Context: an optimization exercise on an open-source flow, tuned for small area, a short achievable clock period and few clock cycles. The choices shown serve that exercise and are no tape-out recipe. RTL that was checked went through simulation tests only; none was proved equivalent to the original. No functional check of the RTL was part of runs 1 to 4 and 7 to 9. No activity file was given, so power comes from the tool's default toggle rates.

[flow/config.mk]
export PLATFORM = sky130hd
export DESIGN_NAME = mesh_top
export DESIGN_NICKNAME = mesh_top
export VERILOG_FILES = /design/flow/design.v
export SDC_FILE = /design/flow/constraint.sdc
export NUM_CORES = 4
export LEC_CHECK = 0
export CAP_MARGIN = 20
export CORE_MARGIN = 2
export CORE_UTILIZATION = 40
export SETUP_SLACK_MARGIN = 2.0
export SLEW_MARGIN = 20
[flow/constraint.sdc]
create_clock -name core_clock -period 3.8 [get_ports {clock}]
set_input_delay 0.7600 -clock core_clock [delete_from_list [all_inputs] [get_ports {clock}]]
set_output_delay 0.7600 -clock core_clock [all_outputs]
set_load 0.01 [all_outputs]
[flow/design.v]
module mesh_top (
    input  logic        clock,
    input  logic        reset,
    input  logic        block_all_paths,
    input  logic [3:0]  req_valid,
    input  logic [71:0] req,
    output logic [3:0]  req_ready,
    output logic [3:0]  recv_valid,
    output logic [3:0]  recv_last,
    output logic [7:0]  recv_src,
    output logic [31:0] recv_data
);
    logic [3:0]      s_vld;
    logic [3:0]      s_last;
    logic [3:0][1:0] s_src;
    logic [3:0][7:0] s_data;
    logic [3:0][7:0] s_left;
    logic [3:0][3:0] take;
    logic [3:0]      ready;    
    logic [3:0][3:0] want;     
    logic [3:0][3:0] grant;    
    logic [3:0]      load;
    logic [3:0]      free_next;
    always_comb
    begin
        for (int s = 0; s < 4; s++)
        begin
            for (int d = 0; d < 4; d++)
            begin
                want[s][d] = (s != d) && req_valid[s] && !ready[s]
                             && req[18*s+16 +: 2] == d;
            end
        end
        for (int d = 0; d < 4; d++)
        begin
            load[d] = take[0][d] || take[1][d] || take[2][d] || take[3][d];
            free_next[d] = !load[d] && (!s_vld[d] || s_last[d] || s_left[d] == 8'd2);
        end
        for (int s = 0; s < 4; s++)
        begin
            for (int d = 0; d < 4; d++)
            begin
                grant[s][d] = want[s][d] && free_next[d] && !block_all_paths;
                for (int o = 0; o < s; o++)
                begin
                    if (want[o][d])
                        grant[s][d] = 1'b0;
                end
            end
        end
    end
    always_ff @(posedge clock)
    begin
        for (int s = 0; s < 4; s++)
        begin
            ready[s] <= !reset && |grant[s];
            for (int d = 0; d < 4; d++)
            begin
                if (s == d || reset)
                    take[s][d] <= 1'b0;
                else
                    take[s][d] <= grant[s][d];
            end
        end
    end
    always_ff @(posedge clock)
    begin
        for (int d = 0; d < 4; d++)
        begin
            logic       lv;
            logic       l1;
            logic [1:0] ls;
            logic [7:0] ll;
            logic [7:0] lf;
            lv = 1'b0;
            l1 = 1'b0;
            ls = 2'd0;
            ll = 8'd0;
            lf = 8'd0;
            for (int s = 0; s < 4; s++)
            begin
                if (take[s][d])
                begin
                    lv |= req_valid[s];
                    l1 |= req[18*s+8 +: 8] == 8'd1;
                    ls |= s[1:0];
                    ll |= req[18*s+8 +: 8];
                    lf |= req[18*s +: 8];
                end
            end
            if (reset)
            begin
                s_vld[d]  <= 1'b0;
                s_last[d] <= 1'b0;
            end
            else if (load[d])
            begin
                s_vld[d]  <= lv;
                s_last[d] <= lv && l1;
            end
            else if (s_last[d])
            begin
                s_vld[d]  <= 1'b0;
                s_last[d] <= 1'b0;
            end
            else if (s_vld[d])
            begin
                s_last[d] <= s_left[d] == 8'd2;
            end
            if (load[d])
            begin
                s_src[d]  <= ls;
                s_data[d] <= lf;
                s_left[d] <= ll;
            end
            else
            begin
                s_data[d] <= s_data[d] + 8'd1;
                s_left[d] <= s_left[d] - 8'd1;
            end
        end
    end
    assign req_ready  = ready;
    assign recv_valid = s_vld;
    assign recv_last  = s_last;
    for (genvar d = 0; d < 4; d++)
    begin : g_out
        assign recv_src[2*d +: 2]  = s_src[d];
        assign recv_data[8*d +: 8] = s_data[d];
    end
endmodule
[flow/flow/run.sh]
#!/bin/bash
# Standard layout with two changes: every port is buffered by a plain buf_1
# (buffer_ports otherwise picks a slow clkdlybuf4s50_1), and clock tree
# synthesis adds no dummy load cells.
set -euo pipefail
bash standard.sh \
    "BUFFER_PORTS_ARGS=-buffer_cell sky130_fd_sc_hd__buf_1" \
    "CTS_ARGS=-sink_clustering_enable -repair_clock_nets -dont_use_dummy_load -buf_list sky130_fd_sc_hd__clkbuf_8" \
    finish > standard_flow.log 2>&1
[flow/standard.sh]
#!/bin/bash
# synth_recipe.tcl (not shown) runs the flow's synth.tcl, then flattens the netlist and writes it again
# the make line also repeats each setting of config.mk as NAME=value (left out here)
make -C /OpenROAD-flow-scripts/flow DESIGN_CONFIG=/design/flow/config.mk WORK_HOME=/design/flow/orfs CLKGATE_MAP_FILE= SYNTH_SCRIPT=/design/flow/synth_recipe.tcl "${@:-finish}"
==> run summary, run 1 <==
status=no timing/DRC/antenna violations; crit-path max FO=4; Tot Pwr=3.52 mW; crit-path cells=buf_1 -> nor4b_1 -> nand3_1 -> a311o_1 -> o31ai_1; met2 Use GR=0.406; antenna violations before repair=0; grt total ovfl=0; worst vdd ir=roughly 270 uV; required time of the critical path=4.09 ns; critical path arrival=2.11 ns; max-slew violations=0; sequential share of the synthesized area=0.404; Post-Syn Instances=512; Root Driver=clkbuf_8; post-route insts no fill=801; R2R Path End=ready[3]; DR WL/cell=21.0 um; Tightest Hold Check Type=reg2reg; Initial Util=0.411; vias in the first global route=roughly 4.8k; first-pass GRT wire length=25,800 um; final period utilization=0.479; CP endpoint kind=flop; main area contributors after synthesis=dfxtp_1 36%, a222oi_1 14%, xor2_1 5.3%; Final Hold Fails=0; Placed Instances=between 700 and 800; Post-route DRC=0; max cap viols=0; synthesized flop and latch total=96; CTS tree=done; Hold Slack=0.504 ns; crit start category=primary input; setup violators final=0; Synth Warn #=1; Placed Instance Area=5570 sq um; vias per inst=6.26; Final WS setup=1.98 ns; DIE HEIGHT=about 120 um; DR vias=roughly 5.0k; cell area after layout=around 5900 sq um; drt total wl=between 15,000 and 20,000 um; Worst Setup EP=s_last[1]; Hold Path Depth=1; Initial DRC Count=844; most frequent cells in the layout=129 x buf_1, 82 x dfxtp_1, 68 x a222oi_1; CTS clk-pin slew, worst paths=0.09 ns; site row count=40; Port Buf Inserts=130; FF-to-FF path depth=4; io pins=131; r2r startpoint=s_left[20]; Max stage delay on crit path=0.59 ns; GR Util All Layers=0.255; unrepaired setup endpoints after global routing=yes; worst slack, placed=1.53 ns; layout cells sized above 1=0.0932; Worst setup startpoint=req[45]; largest area contributor in the netlist=dfxtp_1; worst skew pair latency=0.37 ns; largest net degree at the start of global routing=24; # diodes=0; fin util=0.487; overall die area=between 10,000 and 15,000 sq um; CTS Buffer Depth=2; GRT met1 Usage=0.338; Static Leak=2.01 nW; relative slew slack=0.577; Tmin final=roughly 1.8 ns; reg2reg setup slack=2.04 ns; H-tree depth=3; clk sinks=96; delay-heaviest family, CP=simple AND/OR/NAND/NOR gates; Core Box Area=12,100 sq um; syn_area_per_cell=roughly 9.7 sq um; Layout fillers=1,193; Clock Skews=0.0218 ns; most common cell after layout, fill and taps aside=buf_1; routability cong.=between 0.8 and 0.9; die width=115 um; Synth cell types=48; Bufs and invs on worst path=1; Detailed Routing Iterations Pass 1=11; net count after synthesis=approximately 600; met3 usage=0.0522; NumNets Final=726; Area Growth Syn to Fin=18.5%; WS Path Type=in2reg; ANT nets after route=0; synthesized cell area=4950 sq um; dpl hpwl=12,500 um; maximum clock rate=between 0.5 and 0.6 GHz; grt peak-use layer=met2; top cell type's share of synthesized area=0.356; critical path's slowest cell=nor4b_1; Pwr Density=600 nW/um^2; setup TNS=0 ns; Levels on crit path=5; total CTS buffers=9; Worst Max-Slew Pin Slew=0.627 ns
worst register-to-register path: stages (launching register included):
cell      delay, ns
dfxtp_1        0.34
or4_4          0.58
o41ai_4        0.36
nand3_1        0.19
o211ai_1       0.21
kinds of logic after synthesis:
family	Yosys count	synth area share
AND/OR/NAND/NOR	153	0.181
XOR/XNOR	47	0.0831
flip-flops	96	0.404
AO/OA/AOI/OAI	131	0.217
adder cells (fa/ha/maj)	12	0.0303
buffers and inverters	52	0.0419
multiplexers	21	0.0424
timing repair:
action / in CTS / in global routing
hold buffers: 0 / 0
setup endpoints to repair: 50 / 19
pin swaps: 1 / 1
buffers inserted: 3 / 4
gates resized for setup: 13 / 19
cloned: 1 / 0
per-layer routing:
metal / vias up / part of all wire
li1: 2264 / -
met1: 2352 / 0.42
met2: 356 / 0.46
met3: 41 / 0.097
met4: 0 / 0.032
met5: - / 0
cell usage after synthesis (all sizes together):
cell type,count
nor4b,9
or3,5
nand4b,2
or4,4
a311o,5
ha,12
a21oi,23
nand4,2
and3,8
a222oi,68
nor3,10
nor4bb,3
or2,7
nand4bb,1
nor2,35
mux2i,21
buf,13
nor4,11
xor2,30
a21o,1
a31oi,1
nand2b,3
inv,19
nand3,35
nor3b,1
and4,3
edfxtp,8
o211ai,2
o41ai,2
nand2,10
dfxtp,88
o21ai,25
xnor2,17
o31ai,4
clkbuf,20
nor2b,3
nand3b,1
registers in the layout, indices dropped and copies added (netlist names):
name    flops
s_data     32
s_left     32
take       12
s_src       8
ready       4
s_last      4
s_vld       4
worst min-delay path by stage:
stage,from,endpoint,slack (ns)
2_1_floorplan,take[13],s_src[2],0.40
3_3_place_gp,s_data[8],s_data[8],0.48
3_5_place_dp,s_left[0],s_left[0],0.49
4_1_cts,s_left[0],s_left[0],0.51
5_1_grt,s_data[24],s_data[24],0.54
6_report,s_left[0],s_left[0],0.50
power breakdown:
part | internal [mW] | switching (mW) | total [mW] | leakage [nW]
Sequential | 1.38 | 0.379 | 1.76 | 0.803
Combinational | 0.554 | 0.667 | 1.22 | 1.14
Clock | 0.213 | 0.328 | 0.541 | 0.0647
Total | 2.15 | 1.37 | 3.52 | 2.01
area by class of cell:
type                       instances  area [sq um]  share of cell area
tap                              168           210              0.0358
sequential                        96          2020               0.344
multi-input combinational        364          2830               0.481
clock buffer                       9           124              0.0211
timing repair inverter             1          7.51             0.00128
timing repair buffer             144           602               0.103
inverter                          19          80.1              0.0136
==> run 2: changes to the inputs <==
--- a/flow/config.mk
+++ b/flow/config.mk
@@ -10,3 +10,4 @@
 export CORE_UTILIZATION = 40
-export SETUP_SLACK_MARGIN = 2.0
+export SETUP_SLACK_MARGIN = 2.5
 export SLEW_MARGIN = 20
+export TNS_END_PERCENT = 0
==> run 2 against run 1 <==
Effect of this change: clock-buffer cell count stayed put; still clean on timing, DRC and antenna; first-iteration DRC count shrank 1.2%; synthesized cell count is the same; largest cell class unchanged.
==> run summary, run 2 <==
Synth Warn #=1 (unchanged); synthesized cell area=4950 sq um (unchanged); relative slew slack=0.633 (+0.0565); most common cell after layout, fill and taps aside=buf_1; critical path arrival=1.97 ns (-0.14 ns); Initial Util=0.411 (unchanged); grt total ovfl=0 (unchanged); total CTS buffers=9 (unchanged); worst skew pair latency=0.37 ns (about the same); switching power=1.37 mW (-0.54%); sequential share of the synthesized area=0.404 (unchanged); NumNets Final=726 (unchanged); R2R Path End=ready[3]; fin util=0.493 (+0.00674); cell area after layout=5950 sq um (+1.4%); syn_area_per_cell=9.67 sq um (unchanged); overall die area=13,300 sq um (unchanged); Tightest Hold Check Type=reg2reg; asr flop ratio synth=0 (unchanged); r2r startpoint=s_left[20]; ys flop type=dfxtp_1; H-tree depth=3 (unchanged); dpl hpwl=12,600 um (+0.58%); crit-path max FO=4 (unchanged); crit-path cells=buf_1 -> nor4_2 -> nand3_1 -> a311o_1 -> o31ai_2; WHS Endpoint=s_data[8]; Detailed Routing Iterations Pass 1=10 (-1); reg2reg setup slack=2.11 ns (+0.07 ns); Pwr Density=597 nW/um^2 (-0.48%); cts-stage hold buffer count=0 (unchanged); max-slew violations=0 (unchanged); die width=115 um (unchanged); io pins=131 (unchanged); Root Driver=clkbuf_8; net count after synthesis=603 (unchanged); CTS clk-pin slew, worst paths=0.08 ns (about the same); WS Path Type=in2reg; most frequent cells in the layout=116 x buf_1, 68 x a222oi_1, 62 x dfxtp_1; Initial DRC Count=834 (-1.2%); Clock Skews=0.0248 ns (+0.00298 ns); crit start category=primary input; synthesized flop and latch total=96 (unchanged); min-delay src=s_data[8]; FF-to-FF path depth=4 (unchanged); status=no timing/DRC/antenna violations; Commonest cells post-synth=88 x dfxtp_1, 68 x a222oi_1, 35 x nand3_1; DR vias=5,020 (+0.14%); vias per inst=6.27 (+0.14%); layout cells sized above 1=0.153 (+0.0600); Core Box Area=12,100 sq um (unchanged); Post-route DRC=0 (unchanged); Hold Slack=0.472 ns (-0.0325 ns); CP endpoint kind=flop; sequential power share=0.501 (about the same); # diodes=0 (unchanged); critical path's slowest cell=nor4_2; final period utilization=0.445 (-0.0339); Layout fillers=1,158 (-2.9%); top cell type's share of synthesized area=0.356 (unchanged); setup TNS=0 ns (unchanged); Post-synth EDFFs=8 (unchanged); drt total wl=17,100 um (+1.7%); required time of the critical path=4.07 ns (-0.02 ns); Final Hold Fails=0 (unchanged); Largest regs=s_data (32), s_left (32), take (12); CTS Buffer Depth=2 (unchanged); unrepaired setup endpoints after global routing=yes; Worst Max-Slew Pin Slew=0.546 ns (-0.0804 ns); switch share=0.385 (-0.00555); Tot Pwr=3.55 mW (+0.89%); largest area contributor in the netlist=dfxtp_1; Placed Instance Area=5630 sq um (+1.1%); most instantiated library cell after synthesis=dfxtp_1; clock share of power=0.151 (-0.003); Port Buf Inserts=130 (unchanged); first-pass GRT wire length=25,800 um (+0.24%); Static Leak=2.07 nW (+3.0%); Hold Path Depth=1 (unchanged); CTS tree=done; DIE HEIGHT=115 um (unchanged); Area Growth Syn to Fin=20.2%; DR WL/cell=21.4 um (+1.7%); Post-Syn Instances=512 (unchanged); vias in the first global route=4,768 (-0.52%); GR Util All Layers=0.256 (+0.00166); setup violators final=0 (unchanged); routability cong.=0.974 (+8.3%); site row count=40 (unchanged); worst vdd ir=297 uV (+11%); clk sinks=96 (unchanged); antenna violations before repair=0 (unchanged); main area contributors after synthesis=dfxtp_1 36%, a222oi_1 14%, xor2_1 5.3%; largest net degree at the start of global routing=24 (unchanged); Synth cell types=48 (unchanged); max cap viols=0 (unchanged); Max stage delay on crit path=0.45 ns (-0.14 ns); Tmin final=1.69 ns (-0.129 ns); Pint=2.19 mW (+1.8%); maximum clock rate=0.591 GHz (+7.6%); Combinational Power Share=0.349 (+0.002); ANT nets after route=0 (unchanged)
## run 2: cell types whose count changed in the layout (fill, tap and decap cells not counted), moves of 13 or more
cell     previous run  this run
buf_1             129       116
buf_2               1        14
dfxtp_1            82        62
dfxtp_2             1        22
## run 2: timing repair
action                     in CTS  in global routing
gates resized for setup        58                  0
setup endpoints to repair     148                145
pin swaps                       5                  1
buffers inserted                5                  3
gates cloned                    2                  0
## run 2: kinds of logic after synthesis
family,share of synthesized area
and+or+nand+nor,0.181
AOI/OAI and AO/OA,0.217
DFF,0.404
buffers and inverters,0.0419
xor gates and xnor gates,0.0831
muxes,0.0424
adders and majority gates,0.0303
## run 2: final cells by class
type                       count  area (sq um)  share of cell area
clock buffer                   9           124              0.0208
inverter                      19          80.1              0.0135
multi-input combinational    365          2880               0.484
sequential                    96          2040               0.343
tap                          168           210              0.0353
timing repair buffer         143           607               0.102
timing repair inverter         1          7.51             0.00126
## run 2: power by group through the flow
stage	Sequential, mW	Combinational, mW	Clock, mW
global placement	1.75	1.17	0
detailed placement	1.77	1.19	0
CTS	1.77	1.24	0.548
floorplan	1.77	0.775	0
finish	1.78	1.24	0.535
global route	1.83	1.40	0.590
## run 2: routing by layer
layer | global-route usage | vias to the layer above | share of wire
met5 | 0 | - | 0
met4 | 0.118 | 0 | 0.032
met3 | 0.0385 | 43 | 0.090
met2 | 0.416 | 321 | 0.46
met1 | 0.336 | 2385 | 0.42
li1 | - | 2271 | -
## run 2: metrics by stage
| stage | instances | setup slack (ns) |
|---|---|---|
| global placement | 782 | 1.46 |
| global route | 801 | 2.03 |
| CTS | 798 | 2.12 |
| detailed placement | 782 | 1.43 |
| finish | 801 | 2.11 |
| floorplan | 512 | 2.10 |
## run 2: worst max-delay path, delay by kind of cell
kind	cells	cell delay, ns
and+or+nand+nor	2	0.59
AOI/OAI and AO/OA	2	0.46
buffers and inverters	1	0.15
## run 2: worst max path at each step
stage / start / to / slack [ns] / cells after the start
after floorplan: req[34] / ready[2] / 2.10 / 4
after global placement: take[7] / ready[2] / 1.46 / 4
after detailed placement: take[7] / ready[2] / 1.43 / 4
after CTS: s_src[4] / recv_src[4] / 2.12 / 1
after global routing: s_left[20] / ready[3] / 2.03 / 4
final: req[68] / s_last[2] / 2.11 / 5
==> run 3: changes to the inputs <==
--- a/flow/config.mk
+++ b/flow/config.mk
@@ -9,4 +9,4 @@
 export CORE_MARGIN = 2
-export CORE_UTILIZATION = 40
-export SETUP_SLACK_MARGIN = 2.5
+export CORE_UTILIZATION = 55
+export SETUP_SLACK_MARGIN = 2.1
 export SLEW_MARGIN = 20
==> run 3 against run 2 <==
Effect of this change: clock-buffer cell count is the same; hold slack gained 0.031 ns; critical path depth grew 2; total power shrank 0.93%; area after synthesis is the same; utilization grew 17 points; first-iteration DRC count grew 12%; clock skew grew 0.010 ns; register-to-register slack lost 0.098 ns.
==> run summary, run 3 <==
status=no timing/DRC/antenna violations; max-slew violations=0 (unchanged); GR Util All Layers=0.343 (+0.0871); WHS Endpoint=s_left[0]; sequential share of the synthesized area=0.404 (unchanged); min-delay src=s_left[0]; switching power=1.37 mW (+0.51%); most instantiated library cell after synthesis=dfxtp_1; crit-path cells=buf_4 -> or2_4 -> nor2_8 -> inv_4 -> nor3_1 -> and3_1 -> or3_1; largest area contributor in the netlist=dfxtp_1; most common cell after layout, fill and taps aside=buf_1; maximum clock rate=0.559 GHz (-5.5%); CTS clk-pin slew, worst paths=0.11 ns (+0.03 ns); DR WL/cell=23.1 um (+8.0%); max cap viols=0 (unchanged); asr flop ratio synth=0 (unchanged); drt total wl=17,000 um (-0.32%); layout cells sized above 1=0.0919 (-0.0613); Root Driver=clkbuf_8; Pint=2.15 mW (-1.8%); CP endpoint kind=flop; overall die area=9780 sq um (-26%); critical path arrival=2.04 ns (+0.07 ns); Final WS setup=2.01 ns (-0.0978 ns); site row count=34 (-15%); top cell type's share of synthesized area=0.356 (unchanged); most frequent cells in the layout=129 x buf_1, 82 x dfxtp_1, 68 x a222oi_1; worst vdd ir=406 uV (+36%); crit-path max FO=20 (+16); ys flop type=dfxtp_1; Initial Util=0.568 (+0.157); DIE HEIGHT=98.9 um (-14%); required time of the critical path=4.05 ns (-0.02 ns); die width=98.9 um (-14%); final period utilization=0.471 (+0.0257); grt total ovfl=0 (unchanged); Tmin final=1.79 ns (+0.0978 ns); Tightest Hold Check Type=reg2reg; dpl hpwl=12,500 um (-0.76%); vias per inst=6.80 (+8.5%); Bufs and invs on worst path=2 (+1); vias in the first global route=4,677 (-1.9%); io pins=131 (unchanged); Commonest cells post-synth=88 x dfxtp_1, 68 x a222oi_1, 35 x nand3_1; Area Growth Syn to Fin=16.7%; routability cong.=0.937 (-3.7%); first-pass GRT wire length=26,100 um (+0.93%); post-route insts no fill=739 (-7.7%); worst skew pair latency=0.37 ns (about the same); CTS tree=done; WS Path Type=reg2reg; Detailed Routing Iterations Pass 1=11 (+1); delay-heaviest family, CP=simple AND/OR/NAND/NOR gates; Initial DRC Count=934 (+12%); Hold Path Depth=1 (unchanged); synthesized flop and latch total=96 (unchanged); Largest regs=s_data (32), s_left (32), take (12); worst slack, placed=1.44 ns (+0.00596 ns); Port Buf Inserts=130 (unchanged); Synth cell types=48 (unchanged); Post-Syn Instances=512 (unchanged); relative slew slack=0.503 (-0.130); unrepaired setup endpoints after global routing=yes; sequential power share=0.500 (about the same); Placed Instances=723 (-7.5%); Post-synth EDFFs=8 (unchanged); clock share of power=0.154 (+0.003); Worst setup startpoint=take[12]; Max stage delay on crit path=0.32 ns (-0.13 ns); critical path's slowest cell=dfxtp_1; ANT nets after route=0 (unchanged); antenna violations before repair=0 (unchanged); synthesized cell area=4950 sq um (unchanged); setup TNS=0 ns (unchanged); NumNets Final=724 (-0.28%); r2r startpoint=take[12]; largest net degree at the start of global routing=25 (+4.2%); net count after synthesis=603 (unchanged); # diodes=0 (unchanged); DR vias=5,023 (+0.060%); Post-route DRC=0 (unchanged); R2R Path End=ready[2]; main area contributors after synthesis=dfxtp_1 36%, a222oi_1 14%, xor2_1 5.3%; Pwr Density=609 nW/um^2 (+2.1%); Synth Warn #=1 (unchanged); Core Box Area=8720 sq um (-28%); Static Leak=2.00 nW (-3.5%); crit start category=flop; Combinational Power Share=0.346 (-0.003); cts-stage hold buffer count=0 (unchanged); syn_area_per_cell=9.67 sq um (unchanged); Final Hold Fails=0 (unchanged); setup violators final=0 (unchanged); clk sinks=96 (unchanged); H-tree depth=3 (unchanged); Worst Max-Slew Pin Slew=0.745 ns (+0.199 ns); FF-to-FF path depth=7 (+3); reg2reg setup slack=2.01 ns (-0.10 ns); CTS Buffer Depth=2 (unchanged); total CTS buffers=9 (unchanged); Clock Skews=0.0352 ns (+0.0104 ns); switch share=0.390 (+0.00559)
==> run 3: changes by cell type in the layout (fill, tap and decap cells not counted), moves of 13 or more <==
cell	previous run	this run
dfxtp_2	22	3
buf_1	116	129
dfxtp_1	62	82
buf_2	14	1
==> run 3: what timing repair did <==
item / in CTS / in global routing
pin swaps: 2 / 1
setup buffers: 4 / 2
gates cloned: 1 / 0
resized for setup: 19 / 0
hold endpoints to repair: 0 / 0
endpoints found under the setup margin: 91 / 52
==> run 3: cells by family after synthesis <==
group                      share of synthesized area
AOI/OAI and AO/OA                              0.217
and+or+nand+nor                                0.181
DFF                                            0.404
xor gates and xnor gates                      0.0831
buffers and inverters                         0.0419
adders and majority gates                     0.0303
muxes                                         0.0424
==> run 3: power groups by stage <==
stage | Combinational, mW | Clock [mW] | Sequential, mW
finish | 1.22 | 0.541 | 1.76
global route | 1.36 | 0.579 | 1.81
CTS | 1.22 | 0.546 | 1.75
detailed placement | 1.20 | 0 | 1.76
global placement | 1.17 | 0 | 1.74
floorplan | 0.774 | 0 | 1.77
==> run 3: worst register-to-register path, stage by stage, from the launching register on <==
cell     delay [ns]
dfxtp_1        0.32
buf_4          0.26
or2_4          0.21
nor2_8         0.06
inv_4          0.20
nor3_1         0.11
and3_1         0.20
or3_1          0.30
==> run 3: layout make-up <==
cell class,count,area (sq um)
Multi-Input combinational cell,364,2840
Timing Repair inverter,1,7.51
Inverter,19,80.1
Tap cell,108,135
Clock buffer,9,124
Fill cell,749,2940
Timing Repair Buffer,142,579
Sequential cell,96,2020
==> run 3: worst max-delay path by stage <==
stage	end	slack, ns	depth (start not counted)
final	ready[2]	2.01	7
after global routing	ready[3]	1.93	4
after CTS	ready[2]	2.04	7
after detailed placement	ready[2]	1.44	4
after global placement	ready[2]	1.49	4
after floorplan	ready[2]	2.08	4
==> run 3: metrics by stage <==
stage,hold slack (ns),power [mW],utilization,area [sq um]
final,0.502,3.52,0.663,5780
after global routing,0.527,3.76,0.663,5780
after CTS,0.505,3.52,0.661,5760
after detailed placement,0.482,2.96,0.636,5550
after global placement,0.470,2.91,0.636,5550
after floorplan,0.403,2.55,-,5020
==> run 3: per-layer routing <==
metal,track usage,part of all wire,up-vias
met5,0,0,-
met2,0.511,0.43,398
met1,0.488,0.40,2316
met3,0.0652,0.13,44
met4,0.146,0.036,0
li1,-,-,2265
==> run 4: changes to the inputs <==
--- a/flow/design.v
+++ b/flow/design.v
@@ -43,3 +43,3 @@
                 grant[s][d] = want[s][d] && free_next[d] && !block_all_paths;
-                for (int o = 0; o < s; o++)
+                for (int o = s + 1; o < 4; o++)
                 begin
--- a/flow/config.mk
+++ b/flow/config.mk
@@ -9,4 +9,4 @@
 export CORE_MARGIN = 2
-export CORE_UTILIZATION = 55
-export SETUP_SLACK_MARGIN = 2.1
+export CORE_UTILIZATION = 40
+export SETUP_SLACK_MARGIN = 2.2
 export SLEW_MARGIN = 20
==> run 4 against run 3 <==
Effect of this change: fmax shrank 3.0%; sequential cell count is the same; wire length shrank 1.6%; hold slack lost 0.026 ns; synthesized cell count grew 1.2%; final area grew 1.3%; clock skew shrank 0.014 ns; utilization shrank 17 points; sequential share of layout area grew 0.35 points; clock-buffer cell count is the same; register-to-register slack gained 0.06 ns; final cell count grew 6.0%; critical endpoint is now s_last[2]; largest cell class unchanged.
==> run summary, run 4 <==
status=no timing/DRC/antenna violations; asr flop ratio synth=0 (unchanged); Final WS setup=1.95 ns (-0.0563 ns); Post-route DRC=0 (unchanged); Hold Slack=0.477 ns (-0.0257 ns); worst skew pair latency=0.38 ns (about the same); DIE HEIGHT=114 um (+16%); Worst Max-Slew Pin Slew=0.611 ns (-0.135 ns); total CTS buffers=9 (unchanged); Post-synth EDFFs=8 (unchanged); crit start category=primary input; Port Buf Inserts=130 (unchanged); grt total ovfl=0 (unchanged); crit-path cells=buf_1 -> nor4_1 -> and4b_1 -> a222oi_1 -> o22a_1 -> nor2_1; grt peak-use layer=met2; Tot Pwr=3.61 mW (+2.4%); FF-to-FF path depth=5 (-2); vias per inst=6.24 (-8.1%); net count after synthesis=609 (+1.0%); Layout fillers=1,146 (+53%); Clock Skews=0.0215 ns (-0.0137 ns); die width=114 um (+16%); met3 usage=0.0656 (+0.000395); Synth Warn #=1 (unchanged); reg2reg setup slack=2.07 ns (+0.06 ns); r2r startpoint=s_left[3]; final period utilization=0.486 (+0.0148); CTS tree=done; NumNets Final=729 (+0.69%); Area Growth Syn to Fin=19.9%; Static Leak=2.03 nW (+1.6%); DR vias=4,889 (-2.7%); H-tree depth=3 (unchanged); max-slew violations=0 (unchanged); routability cong.=0.968 (+3.3%); maximum clock rate=0.542 GHz (-3.0%); setup violators final=0 (unchanged); worst slack, placed=1.40 ns (-0.0354 ns); DR WL/cell=21.4 um (-7.2%); Final Hold Fails=0 (unchanged); relative slew slack=0.593 (+0.0899); max cap viols=0 (unchanged); Post-Syn Instances=518 (+1.2%); WS Path Type=in2reg; first-pass GRT wire length=26,000 um (-0.29%); site row count=40 (+18%); io pins=131 (unchanged); CP endpoint kind=flop; Worst Setup EP=s_last[2]; vias in the first global route=4,630 (-1.0%); most frequent cells in the layout=124 x buf_1, 71 x a222oi_1, 59 x dfxtp_1; R2R Path End=ready[1]; Largest regs=s_data (32), s_left (32), take (12); main area contributors after synthesis=dfxtp_1 36%, a222oi_1 15%, xor2_1 5.9%; syn_area_per_cell=9.43 sq um (-2.6%); worst vdd ir=434 uV (+6.9%); most common cell after layout, fill and taps aside=buf_1; critical path arrival=2.11 ns (+0.07 ns); overall die area=13,100 sq um (+34%); Levels on crit path=6 (-1); cts-stage hold buffer count=0 (unchanged); required time of the critical path=4.06 ns (about the same); sequential share of the synthesized area=0.410 (+0.00580); Bufs and invs on worst path=1 (-1); min-delay src=s_left[0]; GRT met1 Usage=0.359 (-0.128); Tmin final=1.85 ns (+0.0563 ns); ys flop type=dfxtp_1; Initial DRC Count=1,098 (+18%); crit-path max FO=4 (-80%); GR Util All Layers=0.259 (-0.0843); Detailed Routing Iterations Pass 1=12 (+1); top cell type's share of synthesized area=0.361 (+0.00511); antenna violations before repair=0 (unchanged); Worst setup startpoint=req[13]; Tightest Hold Check Type=reg2reg; most instantiated library cell after synthesis=dfxtp_1; critical path's slowest cell=a222oi_1; Core Box Area=12,000 sq um (+37%); largest net degree at the start of global routing=30 (+20%); CTS clk-pin slew, worst paths=0.07 ns (-0.04 ns); setup TNS=0 ns (unchanged); synthesized flop and latch total=96 (unchanged); Pwr Density=616 nW/um^2 (+1.1%); drt total wl=16,800 um (-1.6%); delay-heaviest family, CP=compound AO/OA/AOI/OAI gates; Initial Util=0.408 (-0.160); unrepaired setup endpoints after global routing=yes; ANT nets after route=0 (unchanged); met2 Use GR=0.392 (-0.119); CTS Buffer Depth=2 (unchanged); Commonest cells post-synth=88 x dfxtp_1, 71 x a222oi_1, 49 x nor2_1; synthesized cell area=4880 sq um (-1.4%); Max stage delay on crit path=0.51 ns (+0.19 ns); largest area contributor in the netlist=dfxtp_1; clk sinks=96 (unchanged); dpl hpwl=12,200 um (-2.2%); Synth cell types=46 (-4.2%); Root Driver=clkbuf_8; layout cells sized above 1=0.140 (+0.0480); # diodes=0 (unchanged)
[run 4: cell types whose count changed after synthesis, moves of 11 or more]
cell / delta
nor2_1: +17
mux2i_1: -11
nand3_1: -18
o21ai_1: +15
o21ai_0: -14
[run 4: metrics by stage]
stage / instances / utilization / area (sq um)
2_1_floorplan: 518 / - / 4900
3_3_place_gp: 760 / 0.453 / 5420
3_5_place_dp: 760 / 0.453 / 5420
4_1_cts: 783 / 0.488 / 5840
5_1_grt: 783 / 0.489 / 5850
6_report: 783 / 0.489 / 5850
[run 4: power breakdown]
part	total [mW]	switching (mW)	internal, mW
sequential	1.81	0.397	1.41
clock	0.536	0.324	0.213
combinational	1.26	0.678	0.586
[run 4: logic make-up after synthesis]
kind of cell,after synthesis,share of synthesized area
buffers and inverters,46,0.0377
adder cells (fa/ha/maj),12,0.0308
XOR/XNOR,48,0.0861
multiplexers,10,0.0205
AO/OA/AOI/OAI,141,0.227
flip-flops,96,0.410
AND/OR/NAND/NOR,165,0.188
[run 4: layout make-up]
| cell class | instances | area [sq um] | area share |
|---|---|---|---|
| well taps | 147 | 184 | 0.0314 |
| repair buffers | 146 | 624 | 0.107 |
| inverters | 8 | 30.0 | 0.00513 |
| clock buffers | 9 | 124 | 0.0212 |
| multi-input cells | 377 | 2830 | 0.483 |
| flip-flops and latches | 96 | 2060 | 0.353 |
[run 4: worst min path at each step]
stage	to	depth (start not counted)	slack (ns)
2_1_floorplan	s_src[6]	0	0.41
3_3_place_gp	s_left[24]	1	0.45
3_5_place_dp	s_left[24]	1	0.46
4_1_cts	s_left[0]	1	0.48
5_1_grt	s_left[24]	1	0.49
6_report	s_left[0]	1	0.48
[run 4: routing by layer]
| layer | share of wire | routed length (um) | vias up |
|---|---|---|---|
| met5 | 0 | 0 | - |
| met4 | 0.032 | 541 | 0 |
| met3 | 0.089 | 1500 | 47 |
| met2 | 0.45 | 7570 | 282 |
| met1 | 0.43 | 7160 | 2298 |
| li1 | - | - | 2262 |
[run 4: what timing repair did]
item	in CTS	in global routing
gates cloned	1	0
buffers inserted	13	0
endpoints found under the setup margin	133	72
pin swaps	12	0
resized for setup	67	2
[run 4: worst reg2reg max path: stages, from the launching register on]
cell and delay, ns:
dfxtp_1 0.39, nor4_4 0.29, a31oi_2 0.15, or4_4 0.53
o2bb2a_4 0.22, o22ai_2 0.07
==> run 5: changes to the inputs <==
--- a/flow/design.v
+++ b/flow/design.v
@@ -19,2 +19,3 @@
     logic [3:0]      ready;    
+    logic [3:0]      one;
     logic [3:0][3:0] want;     
@@ -56,2 +57,3 @@
             ready[s] <= !reset && |grant[s];
+            one[s]   <= req[18*s+8 +: 8] == 8'd1;
             for (int d = 0; d < 4; d++)
@@ -84,3 +86,3 @@
                     lv |= req_valid[s];
-                    l1 |= req[18*s+8 +: 8] == 8'd1;
+                    l1 |= one[s];
                     ls |= s[1:0];
--- a/flow/config.mk
+++ b/flow/config.mk
@@ -9,3 +9,3 @@
 export CORE_MARGIN = 2
-export CORE_UTILIZATION = 40
+export CORE_UTILIZATION = 50
 export SETUP_SLACK_MARGIN = 2.2
==> run 5 against run 4 <==
Effect of this change: sequential share of layout area increased by 0.69 points; utilization rose by 11 points; critical endpoint is now ready[2]; clock power up 1%; combinational power down 5%; hold slack improved by 0.031 ns; highest routed layer unchanged; first-iteration DRC count shrank 18%; critical path depth shrank 1; global-route usage is 4.1 points higher; die area down 16%; final area increased by 0.58%.
==> run summary, run 5 <==
Initial Util=0.516 (+0.108); Root Driver=clkbuf_8; crit-path cells=buf_1 -> or2_4 -> nor3_1 -> and3_1 -> or3_1; Area Growth Syn to Fin=16.2%; layout cells sized above 1=0.105 (-0.0347); Placed Instance Area=5640 sq um (+4.1%); Max stage delay on crit path=0.40 ns (-0.11 ns); Post-Syn Instances=511 (-1.4%); clk sinks=100 (+4.2%); ys flop type=dfxtp_1; io pins=131 (unchanged); Hold Path Depth=1 (unchanged); max-slew violations=0 (unchanged); Pwr Density=599 nW/um^2 (-2.7%); Final Hold Fails=0 (unchanged); vias per inst=6.48 (+3.7%); Synth Warn #=1 (unchanged); H-tree depth=3 (unchanged); cts-stage hold buffer count=0 (unchanged); CP endpoint kind=flop; antenna violations before repair=0 (unchanged); FF-to-FF path depth=5 (unchanged); largest net degree at the start of global routing=27 (-10%); Synth cell types=51 (+11%); delay-heaviest family, CP=simple AND/OR/NAND/NOR gates; CTS clk-pin slew, worst paths=0.08 ns (about the same); WS Path Type=in2reg; Clock Skews=0.0162 ns (-0.00526 ns); asr flop ratio synth=0 (unchanged); Final WS setup=2.04 ns (+0.0873 ns); routability cong.=0.980 (+1.2%); maximum clock rate=0.569 GHz (+5.0%); GR Util All Layers=0.300 (+0.0415); relative slew slack=0.580 (-0.0129); Commonest cells post-synth=92 x dfxtp_1, 72 x a222oi_1, 42 x nor2_1; cell area after layout=5890 sq um (+0.58%); Tmin final=1.76 ns (-0.0873 ns); # diodes=0 (unchanged); dpl hpwl=12,300 um (+0.92%); site row count=36 (-10%); net count after synthesis=602 (-1.1%); Port Buf Inserts=130 (unchanged); most common cell after layout, fill and taps aside=buf_1; sequential share of the synthesized area=0.411 (+0.00102); critical path arrival=2.00 ns (-0.11 ns); Post-route DRC=0 (unchanged); Levels on crit path=5 (-1); main area contributors after synthesis=dfxtp_1 36%, a222oi_1 14%, xor2_1 6.4%; CTS Buffer Depth=2 (unchanged); Static Leak=2.11 nW (+3.7%); vias in the first global route=4,668 (+0.82%); top cell type's share of synthesized area=0.364 (+0.00280); ANT nets after route=0 (unchanged); worst vdd ir=429 uV (-1.1%); Core Box Area=9820 sq um (-18%); synthesized flop and latch total=100 (+4.2%); setup violators final=0 (unchanged); syn_area_per_cell=9.91 sq um (+5.2%); grt total ovfl=0 (unchanged); Worst Max-Slew Pin Slew=0.630 ns (+0.0194 ns); Tightest Hold Check Type=reg2reg; required time of the critical path=4.04 ns (-0.02 ns); final period utilization=0.463 (-0.0230); most instantiated library cell after synthesis=dfxtp_1; worst slack, placed=1.61 ns (+0.205 ns); most frequent cells in the layout=129 x buf_1, 77 x dfxtp_1, 72 x a222oi_1; total CTS buffers=9 (unchanged); crit start category=primary input; DR WL/cell=22.0 um (+2.9%); status=no timing/DRC/antenna violations; CTS tree=done; drt total wl=16,800 um (about the same); unrepaired setup endpoints after global routing=yes; first-pass GRT wire length=25,600 um (-1.4%); DIE HEIGHT=105 um (-8.6%); crit-path max FO=10 (+6); synthesized cell area=5060 sq um (+3.7%); die width=105 um (-8.6%); Bufs and invs on worst path=1 (unchanged); Largest regs=s_data (32), s_left (32), take (12); NumNets Final=720 (-1.2%); Detailed Routing Iterations Pass 1=13 (+1); setup TNS=0 ns (unchanged); max cap viols=0 (unchanged); overall die area=11,000 sq um (-16%); Initial DRC Count=898 (-18%); DR vias=4,923 (+0.70%); worst skew pair latency=0.36 ns (-0.02 ns); Hold Slack=0.508 ns (+0.0308 ns); Post-synth EDFFs=8 (unchanged); critical path's slowest cell=buf_1; largest area contributor in the netlist=dfxtp_1
## run 5: final timing paths
check,end,from,slack (ns)
worst max-delay path,ready[2],reset,2.04
worst min register to register,s_data[16],s_data[16],0.51
worst max register to register,ready[2],s_left[24],2.08
worst min-delay path,s_data[16],s_data[16],0.51
## run 5: cell type report
cell class,count,area [sq um]
fillers,967,3930
well taps,133,166
inverters,14,58.8
repair buffers,139,557
clock buffers,9,124
multi-input cells,364,2860
flip-flops and latches,100,2120
repair inverters,1,7.51
## run 5: through the flow
stage          total power, mW  utilization  std cells
3_5_place_dp              2.98        0.575        744
3_3_place_gp              2.93        0.575        744
5_1_grt                   3.79        0.599        760
2_1_floorplan             2.58            -        511
6_report                  3.53        0.599        760
4_1_cts                   3.54        0.597        759
## run 5: kinds of logic (layout without fill, tap and decap cells)
kind of cell	Yosys count	count (layout)	share of synthesized area
mux	24	24	0.0474
fa+ha+maj	12	12	0.0296
buf+inv	47	163	0.0398
compound gates	126	126	0.204
simple gates	155	155	0.187
xor+xnor	47	47	0.0813
flops	100	100	0.411
## run 5: metal layers
| metal | GRT usage | vias up | part of all wire |
|---|---|---|---|
| met5 | 0 | - | 0 |
| met4 | 0.131 | 0 | 0.029 |
| met3 | 0.0536 | 40 | 0.10 |
| met2 | 0.493 | 323 | 0.46 |
| met1 | 0.388 | 2305 | 0.41 |
| li1 | - | 2255 | - |
## run 5: repair_timing
action / in CTS / in global routing
gates cloned: 1 / 0
gates resized for setup: 25 / 4
pin swaps: 2 / 0
setup endpoints to repair: 117 / 83
buffers inserted: 5 / 1
hold endpoints to repair: 0 / 0
## run 5: power breakdown
group          switching (mW)  internal, mW  total (mW)  leakage, nW
Combinational           0.663         0.541        1.20         1.19
Sequential              0.366          1.42        1.78        0.849
Clock                   0.328         0.213       0.542       0.0647
Total                    1.36          2.17        3.53         2.11
Testbench counts of run 5, summed over its fixed seeds: cycles 11,138.
==> run 6: changes to the inputs <==
--- a/flow/config.mk
+++ b/flow/config.mk
@@ -9,3 +9,3 @@
 export CORE_MARGIN = 2
-export CORE_UTILIZATION = 50
+export CORE_UTILIZATION = 40
 export SETUP_SLACK_MARGIN = 2.2
==> run 6 against run 5 <==
Effect of this change: global-route usage decreased by 5.7 points; sequential share of layout area shrank 0.49 points; sequential power about the same; via count increased by 1.4%; still clean; area after synthesis unchanged; critical path depth shrank 4; largest power group unchanged; synthesized cell count did not move; total power up 1.1%.
==> run summary, run 6 <==
fin util=0.483 (-0.116); crit-path max FO=3 (-7); Post-Synth Simple-Gate Area=0.187 (unchanged); Post-route DRC=0 (unchanged); synthesized cell area=5060 sq um (unchanged); Area Growth Syn to Fin=18.9%; Placed Instance Area=5690 sq um (+0.86%); drt total wl=16,800 um (+0.15%); NumNets Final=724 (+0.56%); DIE HEIGHT=117 um (+11%); mux cell area share after synthesis=0.0474 (unchanged); Worst Max-Slew Pin Slew=0.507 ns (-0.123 ns); grt total ovfl=0 (unchanged); worst skew pair latency=0.37 ns (about the same); CTS Buffer Depth=2 (unchanged); overall die area=13,600 sq um (+24%); Static Leak=2.16 nW (+2.5%); Synth cell types=51 (unchanged); Initial Util=0.406 (-0.109); syn_area_per_cell=9.91 sq um (unchanged); die width=117 um (+11%); vias per inst=6.22 (-4.0%); ys flop type=dfxtp_1; post-route insts no fill=803 (+5.7%); H-tree depth=3 (unchanged); # diodes=0 (unchanged); required time of the critical path=3.04 ns (-1.00 ns); cts-stage hold buffer count=0 (unchanged); Final Hold Fails=0 (unchanged); setup violators final=0 (unchanged); Detailed Routing Iterations Pass 1=10 (-3); site row count=41 (+14%); most frequent cells in the layout=121 x buf_1, 72 x a222oi_1, 63 x dfxtp_1; Post-synth EDFFs=8 (unchanged); most common cell after layout, fill and taps aside=buf_1; Max stage delay on crit path=0.38 ns (-0.02 ns); sequential share of the synthesized area=0.411 (unchanged); critical path's slowest cell=dfxtp_1; Final WS setup=2.12 ns (+0.0814 ns); Core Box Area=12,500 sq um (+27%); io pins=131 (unchanged); antenna violations before repair=0 (unchanged); CP endpoint kind=output pin; WS Path Type=reg2out; worst slack, placed=1.62 ns (+0.00851 ns); DR WL/cell=20.9 um (-5.2%); max cap viols=0 (unchanged); main area contributors after synthesis=dfxtp_1 36%, a222oi_1 14%, xor2_1 6.4%; Commonest cells post-synth=92 x dfxtp_1, 72 x a222oi_1, 42 x nor2_1; Tmin final=1.68 ns (-0.0814 ns); Bufs and invs on worst path=1 (unchanged); Clock Skews=0.0187 ns (+0.00248 ns); Synth Area in XOR/XNOR=0.0813 (unchanged); Hold Slack=0.469 ns (-0.0386 ns); ANT nets after route=0 (unchanged); first-pass GRT wire length=25,100 um (-2.3%); Tot Pwr=3.57 mW (+1.1%); Initial DRC Count=848 (-5.6%); relative slew slack=0.662 (+0.0819); setup TNS=0 ns (unchanged); worst vdd ir=343 uV (-20%); Post-Syn Instances=511 (unchanged); top cell type's share of synthesized area=0.364 (unchanged); largest family of logic cells by synthesized area=compound AO/OA/AOI/OAI gates; CTS clk-pin slew, worst paths=0.09 ns (about the same); asr flop ratio synth=0 (unchanged); maximum clock rate=0.596 GHz (+4.9%); Pwr Density=592 nW/um^2 (-1.2%); Synth Warn #=1 (unchanged); Port Buf Inserts=130 (unchanged); cell area after layout=6020 sq um (+2.3%); vias in the first global route=4,612 (-1.2%); largest area contributor in the netlist=dfxtp_1; adder-cell area share of the yosys netlist=0.0296 (unchanged); net count after synthesis=602 (unchanged); largest net degree at the start of global routing=25 (-7.4%); total CTS buffers=9 (unchanged); final period utilization=0.441 (-0.0214); delay-heaviest family, CP=flip-flops; Synth Area in Compound Gates=0.204 (unchanged); unrepaired setup endpoints after global routing=yes; CTS tree=done; DR vias=4,994 (+1.4%); Largest regs=s_data (32), s_left (32), take (12); crit start category=flop; crit-path cells=buf_1; Root Driver=clkbuf_8; Tightest Hold Check Type=reg2reg; clk sinks=100 (unchanged); GR Util All Layers=0.244 (-0.0567); Placed Instances=783 (+5.2%); layout cells sized above 1=0.147 (+0.0421); critical path arrival=0.92 ns (-1.08 ns); dpl hpwl=12,600 um (+2.6%); routability cong.=0.969 (-1.1%); max-slew violations=0 (unchanged); synthesized flop and latch total=100 (unchanged); most instantiated library cell after synthesis=dfxtp_1; status=no timing/DRC/antenna violations
-- run 6: cell counts after synthesis --
No cell type changed its count.
-- run 6: report_power, final --
part           total (mW)  internal, mW  leakage, nW  switching [mW]
Sequential           1.80          1.43        0.851           0.371
Clock               0.540         0.213       0.0647           0.327
Combinational        1.22         0.553         1.24           0.669
-- run 6: cells by family (layout without fill, tap and decap cells) --
kind of cell	Yosys count	count (layout)
mux	24	24
compound gates	126	126
simple gates	155	155
flops	100	100
fa+ha+maj	12	12
xor+xnor	47	47
buf+inv	47	167
-- run 6: final cells by class --
type	count	area, sq um
Timing Repair inverter	1	7.51
Inverter	14	58.8
Clock buffer	9	124
Tap cell	172	215
Timing Repair Buffer	143	601
Fill cell	1233	6440
Sequential cell	100	2140
Multi-Input combinational cell	364	2880
-- run 6: timing repair --
item / CTS / global route
hold endpoints to repair: 0 / 0
endpoints found under the setup margin: 125 / 69
pin swaps: 2 / 0
gates cloned: 1 / 0
setup buffers: 5 / 5
resized for setup: 28 / 28
-- run 6: routing by layer --
metal / part of all wire / wire [um] / GRT usage / up-vias
li1: - / - / - / 2273
met4: 0.021 / 359 / 0.0778 / 0
met5: 0 / 0 / 0 / -
met2: 0.46 / 7640 / 0.394 / 340
met3: 0.12 / 2070 / 0.0701 / 35
met1: 0.40 / 6710 / 0.315 / 2346
-- run 6: path summary, 6_finish.rpt --
path,from,end,slack [ns],cells past startpoint
setup reg to reg,s_left[12],ready[3],2.15,4
setup / recovery,s_data[20],recv_data[20],2.12,1
hold / removal,s_data[24],s_data[24],0.47,1
hold reg to reg,s_data[24],s_data[24],0.47,1
==> run 7: changes to the inputs <==
--- a/flow/design.v
+++ b/flow/design.v
@@ -24,2 +24,9 @@
     logic [3:0]      free_next;
+    function automatic [1:0] rank(input int s, input int d);
+        case ((s - d) & 3)
+            1:       rank = 2'd0;
+            3:       rank = 2'd1;
+            default: rank = 2'd2;
+        endcase
+    endfunction
     always_comb
@@ -44,5 +51,5 @@
                 grant[s][d] = want[s][d] && free_next[d] && !block_all_paths;
-                for (int o = s + 1; o < 4; o++)
+                for (int o = 0; o < 4; o++)
                 begin
-                    if (want[o][d])
+                    if (rank(o, d) < rank(s, d) && want[o][d])
                         grant[s][d] = 1'b0;
==> run 7 against run 6 <==
Effect of this change: hold slack got worse by 0.0047 ns; clock skew is 0.0071 ns higher; area after synthesis down 1.9%; non-clock buffer count shrank 10; clock power grew 0.7%; die area shrank 1.8%; critical path type is now reg2reg; final area shrank 4.9%; global-route usage grew 0.078 points; sequential share of layout area up 1.1 points; sequential cell count stayed put; critical path depth rose by 3.
==> run summary, run 7 <==
Core Box Area=12,100 sq um (-3.2%); critical path arrival=2.21 ns (+1.29 ns); Post-route DRC=0 (unchanged); Post-Syn Instances=528 (+3.3%); Worst Max-Slew Pin Slew=0.787 ns (+0.280 ns); Largest regs=s_data (32), s_left (32), take (12); worst skew pair latency=0.39 ns (+0.02 ns); max cap viols=0 (unchanged); Tmin final=1.90 ns (+0.226 ns); Initial Util=0.412 (+0.00573); Placed Instances=793 (+1.3%); vias in the first global route=4,472 (-3.0%); WS Path Type=reg2reg; Initial DRC Count=770 (-9.2%); Static Leak=2.02 nW (-6.7%); overall die area=13,300 sq um (-1.8%); relative slew slack=0.474 (-0.187); crit-path cells=or3_4 -> or3b_1 -> o22a_1 -> nor2_1; ANT nets after route=0 (unchanged); Tightest Hold Check Type=reg2reg; area of the multi-input gates=2720 sq um (-5.5%); r2r startpoint=take[12]; synthesized flop and latch total=100 (unchanged); total CTS buffers=9 (unchanged); DR WL/cell=20.3 um (-2.7%); ys flop type=dfxtp_1; fin util=0.475 (-0.00819); worst vdd ir=418 uV (+22%); Commonest cells post-synth=92 x dfxtp_1, 72 x a222oi_1, 61 x nor2_1; CTS clk-pin slew, worst paths=0.09 ns (about the same); Synth Warn #=1 (unchanged); unrepaired setup endpoints after global routing=yes; max-slew violations=0 (unchanged); NumNets Final=728 (+0.55%); Area Growth Syn to Fin=15.3%; Port Buf Inserts=130 (unchanged); cell area after layout=5730 sq um (-4.9%); asr flop ratio synth=0 (unchanged); main area contributors after synthesis=dfxtp_1 37%, a222oi_1 15%, xor2_1 5.6%; net count after synthesis=619 (+2.8%); setup violators final=0 (unchanged); Worst setup startpoint=take[12]; cts-stage hold buffer count=0 (unchanged); die width=115 um (-0.91%); routability cong.=1.04 (+7.2%); register area=2100 sq um (-1.9%); crit start category=flop; drt total wl=16,300 um (-2.7%); Post-synth EDFFs=8 (unchanged); most frequent cells in the layout=130 x buf_1, 87 x dfxtp_1, 72 x a222oi_1; Detailed Routing Iterations Pass 1=14 (+4); DIE HEIGHT=115 um (-0.91%); top cell type's share of synthesized area=0.371 (+0.00696); Placed Instance Area=5550 sq um (-2.6%); CTS Buffer Depth=2 (unchanged); antenna violations before repair=1 (+1); status=no timing/DRC/antenna violations; sequential share of the synthesized area=0.419 (+0.00787); synthesized cell area=4970 sq um (-1.9%); # diodes=0 (unchanged); CTS tree=done; Synth cell types=49 (-3.9%); largest net degree at the start of global routing=30 (+20%); maximum clock rate=0.525 GHz (-12%); site row count=40 (-2.4%); crit-path max FO=22 (+19); required time of the critical path=4.11 ns (+1.07 ns); Clock Skews=0.0258 ns (+0.00707 ns); CP endpoint kind=flop; grt total ovfl=0 (unchanged); clk sinks=100 (unchanged); min-delay src=s_left[16]; setup TNS=0 ns (unchanged); Root Driver=clkbuf_8; H-tree depth=3 (unchanged); Max stage delay on crit path=0.60 ns (+0.22 ns); most instantiated library cell after synthesis=dfxtp_1; GR Util All Layers=0.244 (+0.000782); Final Hold Fails=0 (unchanged); Pwr Density=616 nW/um^2 (+4.0%); final period utilization=0.501 (+0.0594); syn_area_per_cell=9.41 sq um (-5.0%); layout cells sized above 1=0.0614 (-0.0860); io pins=131 (unchanged); vias per inst=6.01 (-3.3%); largest area contributor in the netlist=dfxtp_1; first-pass GRT wire length=24,800 um (-0.91%); DR vias=4,830 (-3.3%); Setup Buffers After CTS=0 (-5); post-route insts no fill=803 (unchanged); dpl hpwl=12,500 um (-1.2%); critical path's slowest cell=or3_4; most common cell after layout, fill and taps aside=buf_1; Layout fillers=1,193 (-3.2%)
==> run 7: cell types whose count changed after synthesis, moves of 5 or more <==
cell      before  now
xor2_1        37   32
a21oi_1       27   39
mux2i_1       24   13
clkbuf_1      23   31
nand2_1        8   15
nor2_1        42   61
==> run 7: layer usage <==
metal,routed length (um),part of all wire,track usage,vias to the layer above
li1,-,-,-,2262
met1,6980,0.43,0.336,2287
met2,7560,0.46,0.381,255
met3,1460,0.089,0.0607,24
met4,310,0.019,0.0731,2
met5,13,0.00080,0,-
==> run 7: what timing repair did <==
item	in CTS	in global routing
pin swaps	3	0
endpoints found under the setup margin	117	123
cloned	1	0
gates resized for setup	16	0
==> run 7: path summary, 6_finish.rpt <==
path / to / slack (ns) / cells after the start
hold / removal: s_left[16] / 0.46 / 1
hold reg to reg: s_left[16] / 0.46 / 1
setup / recovery: s_last[0] / 1.90 / 4
setup reg to reg: s_last[0] / 1.90 / 4
==> run 7: layout make-up <==
class,count,area share
Sequential cell,100,0.366
Tap cell,168,0.0367
Clock buffer,9,0.0216
Timing Repair Buffer,133,0.0898
Multi-Input combinational cell,377,0.475
Inverter,16,0.0107
==> run 7: logic make-up after synthesis <==
group	Yosys count	synth area share
mux	13	0.0262
compound gates	140	0.223
fa+ha+maj	12	0.0302
flops	100	0.419
xor+xnor	46	0.0811
simple gates	165	0.177
buf+inv	52	0.0428
==> run 7: power by group <==
group	total, mW	internal, mW	switching, mW
Clock	0.544	0.213	0.331
Sequential	1.79	1.43	0.364
Combinational	1.19	0.538	0.657
==> run 7: worst max-delay path, delay by kind of cell, from the launching register on <==
family / cells / cell delay [ns]
DFF: 1 / 0.55
AOI/OAI and AO/OA: 1 / 0.21
and+or+nand+nor: 3 / 1.08
==> run 7: metrics by stage <==
stage / setup WS, ns / hold slack [ns] / power (mW)
3_5_place_dp: 1.41 / 0.459 / 2.99
6_report: 1.90 / 0.464 / 3.53
5_1_grt: 1.79 / 0.510 / 3.82
3_3_place_gp: 1.50 / 0.453 / 2.95
2_1_floorplan: 1.90 / 0.406 / 2.59
4_1_cts: 1.91 / 0.474 / 3.55
==> run 8: changes to the inputs <==
--- a/flow/config.mk
+++ b/flow/config.mk
@@ -12,2 +12,2 @@
 export SLEW_MARGIN = 20
-export TNS_END_PERCENT = 0
+export TNS_END_PERCENT = 30
==> run 8 against run 7 <==
Effect of this change: via count grew 4.8%; register-to-register slack gained 0.05 ns; final cell count is 4.5% higher; clock power hardly changed; sequential cell count unchanged; critical endpoint is now ready[1]; global-route usage grew 0.54 points; critical path type unchanged; fmax rose by 2.8%.
==> run summary, run 8 <==
ANT nets after route=0 (unchanged); vias in the first global route=4,504 (+0.72%); cell area after layout=6280 sq um (+9.6%); layout cells sized above 1=0.185 (+0.123); CP endpoint kind=flop; grt total ovfl=0 (unchanged); Pwr Density=621 nW/um^2 (+0.77%); CTS tree=done; DIE HEIGHT=115 um (unchanged); Final Hold Fails=0 (unchanged); main area contributors after synthesis=dfxtp_1 37%, a222oi_1 15%, xor2_1 5.6%; Layout fillers=1,175 (-1.5%); DR vias=5,060 (+4.8%); DR WL/cell=20.4 um (+0.33%); Post-Syn Instances=528 (unchanged); most frequent cells in the layout=114 x buf_1, 72 x a222oi_1, 61 x dfxtp_1; CTS clk-pin slew, worst paths=0.09 ns (about the same); Worst Max-Slew Pin Slew=0.742 ns (-0.0452 ns); worst skew pair latency=0.36 ns (-0.03 ns); crit-path max FO=2 (-91%); Tmin final=1.85 ns (-0.0522 ns); Synth Warn #=1 (unchanged); sequential share of the synthesized area=0.419 (unchanged); die width=115 um (unchanged); status=no timing/DRC/antenna violations; total CTS buffers=9 (unchanged); Synth cell types=49 (unchanged); final period utilization=0.487 (-0.0137); worst vdd ir=378 uV (-9.7%); net count after synthesis=619 (unchanged); top cell type's share of synthesized area=0.371 (unchanged); R2R Path End=ready[1]; largest area contributor in the netlist=dfxtp_1; WS Path Type=reg2reg; critical path arrival=2.14 ns (-0.07 ns); Root Driver=clkbuf_8; NumNets Final=764 (+4.9%); CTS Buffer Depth=2 (unchanged); H-tree depth=3 (unchanged); Clock Skews=0.0163 ns (-0.00953 ns); crit start category=flop; Post-route DRC=0 (unchanged); unrepaired setup endpoints after global routing=yes; Static Leak=2.31 nW (+15%); max cap viols=0 (unchanged); overall die area=13,300 sq um (unchanged); setup violators final=0 (unchanged); Hold Path Depth=1 (unchanged); min-delay src=s_left[16]; drt total wl=17,100 um (+4.8%); routability cong.=1.02 (-1.4%); Tightest Hold Check Type=reg2reg; Initial Util=0.412 (unchanged); most common cell after layout, fill and taps aside=buf_1; clk sinks=100 (unchanged); reg2reg setup slack=1.95 ns (+0.05 ns); Placed Instances=794 (+0.13%); synthesized cell area=4970 sq um (unchanged); Worst setup startpoint=s_left[20]; setup TNS=0 ns (unchanged); Commonest cells post-synth=92 x dfxtp_1, 72 x a222oi_1, 61 x nor2_1; vias per inst=6.03 (+0.27%); r2r startpoint=s_left[20]; Placed Instance Area=5570 sq um (+0.43%); largest net degree at the start of global routing=30 (unchanged); required time of the critical path=4.09 ns (-0.02 ns); site row count=40 (unchanged); WHS Endpoint=s_left[16]; asr flop ratio synth=0 (unchanged); relative slew slack=0.505 (+0.0302); Detailed Routing Iterations Pass 1=13 (-1); post-route insts no fill=839 (+4.5%); Port Buf Inserts=130 (unchanged); most instantiated library cell after synthesis=dfxtp_1; io pins=131 (unchanged); Core Box Area=12,100 sq um (unchanged); # diodes=0 (unchanged); Post-synth EDFFs=8 (unchanged); cts-stage hold buffer count=0 (unchanged); Initial DRC Count=902 (+17%); synthesized flop and latch total=100 (unchanged); Largest regs=s_data (32), s_left (32), take (12); syn_area_per_cell=9.41 sq um (unchanged); antenna violations before repair=0 (-1); first-pass GRT wire length=25,300 um (+2.1%); ys flop type=dfxtp_1; maximum clock rate=0.540 GHz (+2.8%); dpl hpwl=12,300 um (-1.4%); Tot Pwr=3.90 mW (+10%); GR Util All Layers=0.250 (+0.00542); Area Growth Syn to Fin=26.4%; max-slew violations=0 (unchanged); Hold Slack=0.464 ns (-0.000174 ns); FF-to-FF path depth=5 (+1)
-- run 8: final cells by class --
type                    count  area [sq um]  share of cell area
clock buffers               9           124              0.0197
inverters                  16          65.1              0.0104
multi-input cells         377          2780               0.443
flip-flops and latches    100          2160               0.344
well taps                 168           210              0.0335
repair buffers            169           938               0.149
-- run 8: worst max-delay path, cell delays in order, from the launching register on --
cell and delay, ns:
dfxtp_2 0.32, or4_4 0.56, o41ai_4 0.25, nand4_1 0.20, or3_4 0.39, o211ai_2 0.07
-- run 8: repair_timing --
action / CTS / global route
setup buffers: 14 / 19
setup endpoints to repair: 108 / 83
gates cloned: 3 / 0
resized for setup: 34 / 81
pin swaps: 11 / 4
-- run 8: how the worst max path moves through the flow --
stage | cells past startpoint | endpoint | slack [ns]
2_1_floorplan | 5 | ready[2] | 1.90
4_1_cts | 5 | ready[1] | 1.94
3_5_place_dp | 4 | ready[2] | 1.46
5_1_grt | 5 | ready[1] | 1.91
6_report | 5 | ready[1] | 1.95
3_3_place_gp | 4 | ready[2] | 1.54
-- run 8: metal layers --
layer,part of all wire,routed length [um],global-route usage,vias up
li1,-,-,-,2330
met1,0.42,7190,0.357,2377
met2,0.45,7750,0.376,305
met3,0.093,1600,0.0455,48
met4,0.034,583,0.0964,0
met5,0,0,0,-
-- run 8: kinds of logic after synthesis --
group           after synthesis  synth area share
xor+xnor                     46            0.0811
compound gates              140             0.223
fa+ha+maj                    12            0.0302
mux                          13            0.0262
buf+inv                      52            0.0428
simple gates                165             0.177
flops                       100             0.419
-- run 8: power by group --
group / switching, mW / internal [mW]
sequential: 0.373 / 1.47
clock: 0.331 / 0.213
combinational: 0.737 / 0.771
total: 1.44 / 2.46
-- run 8: stage by stage --
step	setup slack, ns	util
3_3_place_gp	1.54	0.462
3_5_place_dp	1.46	0.462
5_1_grt	1.91	0.521
2_1_floorplan	1.90	-
6_report	1.95	0.521
4_1_cts	1.94	0.493
==> run 9: changes to the inputs <==
--- a/flow/config.mk
+++ b/flow/config.mk
@@ -12,2 +12,2 @@
 export SLEW_MARGIN = 20
-export TNS_END_PERCENT = 30
+export TNS_END_PERCENT = 10
==> run 9 against run 8 <==
Effect of this change: combinational power is 18% lower; clock power up 0.9%; first-iteration DRC count rose by 0.89%; clock skew up 0.0095 ns; critical path type unchanged; critical endpoint unchanged; final cell count down 0.83%; largest cell class unchanged; largest power group unchanged.
==> run summary, run 9 <==
drt total wl=17,300 um (+0.81%); CTS clk-pin slew, worst paths=0.09 ns (about the same); critical path's slowest cell=or4_4; CTS tree=done; GR Util All Layers=0.245 (-0.00497); first-pass GRT wire length=24,900 um (-1.8%); grt total ovfl=0 (unchanged); Synth Warn #=1 (unchanged); most common cell after layout, fill and taps aside=buf_1; maximum clock rate=0.525 GHz (-2.8%); Clock Skews=0.0257 ns (+0.00947 ns); Static Leak=2.20 nW (-4.9%); Area Growth Syn to Fin=22.4%; worst vdd ir=419 uV (+11%); most instantiated library cell after synthesis=dfxtp_1; Post-synth EDFFs=8 (unchanged); NumNets Final=757 (-0.92%); # diodes=0 (unchanged); Detailed Routing Iterations Pass 1=15 (+2); required time of the critical path=4.12 ns (+0.03 ns); H-tree depth=3 (unchanged); Worst Max-Slew Pin Slew=0.809 ns (+0.0672 ns); setup violators final=0 (unchanged); layout cells sized above 1=0.128 (-0.0568); cell area after layout=6080 sq um (-3.2%); Initial Util=0.412 (unchanged); ANT nets after route=0 (unchanged); clk sinks=100 (unchanged); crit start category=flop; ys flop type=dfxtp_1; status=no timing/DRC/antenna violations; main area contributors after synthesis=dfxtp_1 37%, a222oi_1 15%, xor2_1 5.6%; area of the multi-input gates=2800 sq um (+0.67%); DR vias=5,002 (-1.1%); syn_area_per_cell=9.41 sq um (unchanged); Placed Instance Area=5550 sq um (-0.43%); synthesized flop and latch total=100 (unchanged); crit-path max FO=3 (+1); synthesized cell area=4970 sq um (unchanged); vias per inst=6.01 (-0.31%); Final WS setup=1.90 ns (-0.0536 ns); top cell type's share of synthesized area=0.371 (unchanged); routability cong.=1.04 (+1.4%); Placed Instances=793 (-0.13%); CTS Buffer Depth=2 (unchanged); worst slack, placed=1.41 ns (-0.0503 ns); Initial DRC Count=910 (+0.89%); Max stage delay on crit path=0.56 ns (about the same); final period utilization=0.501 (+0.0141); largest net degree at the start of global routing=30 (unchanged); Root Driver=clkbuf_8; Hold Slack=0.465 ns (+0.00125 ns); site row count=40 (unchanged); Tightest Hold Check Type=reg2reg; Commonest cells post-synth=92 x dfxtp_1, 72 x a222oi_1, 61 x nor2_1; DR WL/cell=20.7 um (+1.7%); unrepaired setup endpoints after global routing=yes; Post-route DRC=0 (unchanged); Layout fillers=1,182 (+0.60%); max-slew violations=0 (unchanged); relative slew slack=0.460 (-0.0449); worst skew pair latency=0.39 ns (+0.03 ns); vias in the first global route=4,484 (-0.44%); Tmin final=1.90 ns (+0.0536 ns); total CTS buffers=9 (unchanged); Pwr Density=593 nW/um^2 (-4.5%); die width=115 um (unchanged); CP endpoint kind=flop; Post-Syn Instances=528 (unchanged); Port Buf Inserts=130 (unchanged); largest area contributor in the netlist=dfxtp_1; Synth cell types=49 (unchanged); most frequent cells in the layout=129 x buf_1, 80 x dfxtp_1, 72 x a222oi_1; crit-path cells=or4_4 -> o41ai_4 -> nand4_1 -> or3_4 -> o211ai_2; asr flop ratio synth=0 (unchanged); delay-heaviest family, CP=simple AND/OR/NAND/NOR gates; Largest regs=s_data (32), s_left (32), take (12); setup TNS=0 ns (unchanged); sequential share of the synthesized area=0.419 (unchanged); DIE HEIGHT=115 um (unchanged); Bufs and invs on worst path=0 (unchanged); WS Path Type=reg2reg; Final Hold Fails=0 (unchanged); antenna violations before repair=1 (+1); overall die area=13,300 sq um (unchanged); register area=2110 sq um (-2.5%); critical path arrival=2.22 ns (+0.08 ns); Core Box Area=12,100 sq um (unchanged); post-route insts no fill=832 (-0.83%); io pins=131 (unchanged); max cap viols=0 (unchanged); dpl hpwl=12,500 um (+1.5%); cts-stage hold buffer count=0 (unchanged); net count after synthesis=619 (unchanged)
[run 9: changes by cell type in the layout (fill, tap and decap cells not counted), sizes merged]
cell and delta:
bufbuf -1, buf -7, clkbuf +1
[run 9: worst paths after layout]
path | from | to | slack (ns) | cells after the start
setup / recovery | s_left[20] | ready[1] | 1.90 | 5
hold reg to reg | s_left[16] | s_left[16] | 0.47 | 1
setup reg to reg | s_left[20] | ready[1] | 1.90 | 5
hold / removal | s_left[16] | s_left[16] | 0.47 | 1
[run 9: logic make-up after synthesis]
group,synth area share
adders and majority gates,0.0302
xor gates and xnor gates,0.0811
AOI/OAI and AO/OA,0.223
muxes,0.0262
DFF,0.419
and+or+nand+nor,0.177
buffers and inverters,0.0428
[run 9: repair_timing]
action / in CTS / in global routing
cloned: 1 / 2
setup buffers: 2 / 25
resized for setup: 24 / 21
setup endpoints to repair: 117 / 104
pin swaps: 4 / 7
[run 9: where the power goes]
group | total, mW | leakage [nW] | internal (mW) | switching [mW]
clock | 0.549 | 0.0647 | 0.213 | 0.336
sequential | 1.82 | 0.853 | 1.43 | 0.389
combinational | 1.24 | 1.28 | 0.570 | 0.671
[run 9: layout make-up]
cell class | count | area share
Multi-Input combinational cell | 377 | 0.460
Sequential cell | 100 | 0.347
Timing Repair Buffer | 162 | 0.127
Tap cell | 168 | 0.0346
Clock buffer | 9 | 0.0204
Inverter | 16 | 0.0107
[run 9: per-layer routing]
| layer | track usage | routed length (um) | vias to the layer above | part of all wire |
|---|---|---|---|---|
| li1 | - | - | 2313 | - |
| met1 | 0.337 | 7360 | 2387 | 0.43 |
| met2 | 0.382 | 8050 | 256 | 0.47 |
| met3 | 0.0607 | 1440 | 44 | 0.084 |
| met4 | 0.0731 | 383 | 2 | 0.022 |
| met5 | 0 | 13 | - | 0.00075 |
[run 9: per-stage QoR]
stage	total power [mW]	utilization
4_1_cts	3.56	0.479
3_3_place_gp	2.95	0.460
6_report	3.61	0.504
3_5_place_dp	2.99	0.460
5_1_grt	3.89	0.504
2_1_floorplan	2.59	-

-- port drivers added, routing unchanged --
The flow's constraints put no driver on any port. The routed layouts listed below were extracted and timed again, unchanged, in two steps.
Step 1 (the two cells are an assumption about what drives the block):
set clk [get_ports {clock}]
set_driving_cell -lib_cell sky130_fd_sc_hd__clkbuf_16 $clk
set_driving_cell -lib_cell sky130_fd_sc_hd__buf_2 [delete_from_list [all_inputs] $clk]
Step 2 times the ports against the registers' clock, not the clock port: input delays grow and output delays shrink by t, the midpoint of the rising clock arrivals with the driver on.
a / b / c = ideal / step 1 / step 2; a / b = the first two.
run	shift t [ns]	setup WS [ns]	latest minus earliest clock arrival (ns)
run 1	0.392	1.979 / 1.986 / 1.594	0.023 / 0.023
run 2	0.394	2.108 / 2.090 / 1.725	0.025 / 0.025
run 3	0.391	2.010 / 2.010 / 1.679	0.036 / 0.036
run 4	0.404	1.954 / 1.967 / 1.563	0.022 / 0.022
run 5	0.391	2.041 / 2.051 / 1.662	0.018 / 0.018
run 6	0.395	2.122 / 2.087 / 1.751	0.019 / 0.019
run 7	0.408	1.897 / 1.897 / 1.613	0.026 / 0.026
run 8	0.388	1.949 / 1.949 / 1.580	0.018 / 0.018
run 9	0.412	1.895 / 1.895 / 1.689	0.026 / 0.026
After both steps every run listed still meets setup and hold. The setup slack of run 4, which loses most, moves by +0.013 ns with the drivers and by -0.391 ns with both steps.
